From an optimization exercise on the open Yosys and OpenROAD flow, aimed at small area; shortcuts taken in it are not production practice. Function was checked by simulation only, so behaviour that the tests miss may differ from the original. Power figures rest on the tool's default switching activity, not on a simulated workload.

==> flow/design.v (excerpt) <==
module p4_router_egress_demux #(
  parameter int NUM_EGR_PHYS_PORTS = 4,
  parameter int DATA_BYTES         = 64,
  parameter int USER_WIDTH         = 8,
  parameter int EGR_COUNTERS_WIDTH = 16
) (
  input  logic                                                   clk,
  input  logic                                                   aresetn,
  input  logic                                                   egr_bus_tvalid,
  output logic                                                   egr_bus_tready,
  input  logic [DATA_BYTES*8-1:0]                                egr_bus_tdata,
  input  logic [DATA_BYTES-1:0]                                  egr_bus_tkeep,
  input  logic                                                   egr_bus_tlast,
  input  logic [USER_WIDTH-1:0]                                  egr_bus_tuser,
  output logic [NUM_EGR_PHYS_PORTS-1:0]                          egr_ports_tvalid,
  input  logic [NUM_EGR_PHYS_PORTS-1:0]                          egr_ports_tready,
  output logic [DATA_BYTES*8-1:0]                                egr_ports_tdata,
  ...
Size: roughly 1300 flip-flops, ~1300 I/O pins, about 44000 um^2 of cells after synthesis.
clock: 4.5 ns
lec_check: 0
cap_margin: 20
core_area: 5 5 285 285
die_area: 0 0 290 290
slew_margin: 20
standard.sh (not shown) runs the stock make flow with config.mk's settings and CLKGATE_MAP_FILE= SYNTH_SCRIPT=/design/flow/synth_recipe.tcl, a recipe that flattens the netlist after the stock synthesis.
==> flow/flow/run.sh <==
#!/bin/bash
# The standard layout, with the smallest buffer on each port and no CTS dummy loads.
export BUFFER_PORTS_ARGS="-buffer_cell sky130_fd_sc_hd__buf_1"
export CTS_ARGS="-sink_clustering_enable -repair_clock_nets -dont_use_dummy_load -sink_clustering_size 30 -sink_clustering_max_diameter 70"
export PLACE_PINS_ARGS="-min_distance 1 -min_distance_in_tracks"
bash standard.sh > standard.log 2>&1
Next try:
==> flow/flow/run.sh (replaced) <==
#!/bin/bash
# The standard layout, with the smallest buffer on each port and no CTS dummy loads.
export BUFFER_PORTS_ARGS="-buffer_cell sky130_fd_sc_hd__buf_1"
export CTS_ARGS="-sink_clustering_enable -repair_clock_nets -dont_use_dummy_load"
bash standard.sh > standard.log 2>&1
Now the flow stopped in I/O pin placement (3_2_place_iop).
Synthesized area does not change.
Synthesized cell count stays the same.
Next try:
==> flow/flow/run.sh (replaced) <==
#!/bin/bash
# The standard layout, with the smallest buffer on each port and no CTS dummy loads.
export BUFFER_PORTS_ARGS="-buffer_cell sky130_fd_sc_hd__buf_1"
export CTS_ARGS="-sink_clustering_enable -repair_clock_nets -dont_use_dummy_load -sink_clustering_size 30 -sink_clustering_max_diameter 60"
export PLACE_PINS_ARGS="-min_distance 1 -min_distance_in_tracks"
bash standard.sh > standard.log 2>&1
CORE_AREA = 5 5 295 295   (was 5 5 285 285)
DIE_AREA = 0 0 300 300   (was 0 0 290 290)
After rerunning:
- The changed run completed without violations
- synthesized area does not change
- synthesized cell count is unchanged
Next try:
==> flow/flow/run.sh (replaced) <==
#!/bin/bash
# The standard layout, with the smallest buffer on each port and no CTS dummy loads.
export BUFFER_PORTS_ARGS="-buffer_cell sky130_fd_sc_hd__buf_1"
export CTS_ARGS="-sink_clustering_enable -repair_clock_nets -dont_use_dummy_load"
export PLACE_PINS_ARGS="-min_distance 1 -min_distance_in_tracks"
bash standard.sh > standard.log 2>&1
CORE_AREA = 5 5 285 285   (was 5 5 295 295)
DIE_AREA = 0 0 290 290   (was 0 0 300 300)
Global-route usage came out higher by 2.8 points.
Hold slack gets worse by 0.069 ns.
Worst setup slack gets worse by 0.067 ns.
Sequential share of layout area came out lower by 1.4 points.
Synthesized cell count is unchanged.
Die area came out lower by a few percent.
First-iteration DRC count came out lower by a few percent.
Next try:
==> flow/flow/run.sh (replaced) <==
#!/bin/bash
# The standard layout, with the smallest buffer on each port and no CTS dummy loads.
export BUFFER_PORTS_ARGS="-buffer_cell sky130_fd_sc_hd__buf_1"
export CTS_ARGS="-sink_clustering_enable -repair_clock_nets -dont_use_dummy_load -sink_clustering_size 30 -sink_clustering_max_diameter 70"
export PLACE_PINS_ARGS="-min_distance 1 -min_distance_in_tracks"
bash standard.sh > standard.log 2>&1
CORE_AREA = 5 5 270 270   (was 5 5 285 285)
DIE_AREA = 0 0 275 275   (was 0 0 290 290)
- The changed run finished clean
- synthesized area does not change
- clock power went down by 39%
- die area went down by 10%
- final area went down by 4.1%
- total power went down by 8.7%
- worst setup slack gets better by 0.11 ns

## separate check: timing with driven ports
No port has a modelled driver above. Below, the same layouts with a new extraction and two added sets of constraints.
Step 1 sets driving cells, clkbuf_16 on the clock port and buf_2 on the other inputs (assumed; they add their load-dependent delay and slew).
Step 2 adds t to the input delays and takes it off the output delays; t is the mean of the earliest and latest rising clock arrival at the registers after step 1. Input paths then give back, and output paths get back, about the clock's delay inside the block.
Three values: ideal ports, drivers, drivers and shift; two values: the first two.
| run | t, ns | slack for setup (ns) | latest minus earliest clock arrival (ns) |
|---|---|---|---|
| the first run | 0.711 | 0.163 / 0.187 / -0.503 | 0.088 / 0.088 |
| the third run | 0.698 | 0.263 / 0.263 / -0.344 | 0.079 / 0.079 |
| the fourth run | 0.743 | 0.197 / 0.197 / -0.490 | 0.066 / 0.066 |
| the fifth run | 0.706 | 0.306 / 0.306 / -0.346 | 0.054 / 0.054 |
Met with ideal ports but missed after step 2: setup timing in every run listed. For the fourth run, which loses most, drivers alone change the setup slack by 0.000 ns; drivers and shift together by -0.687 ns.
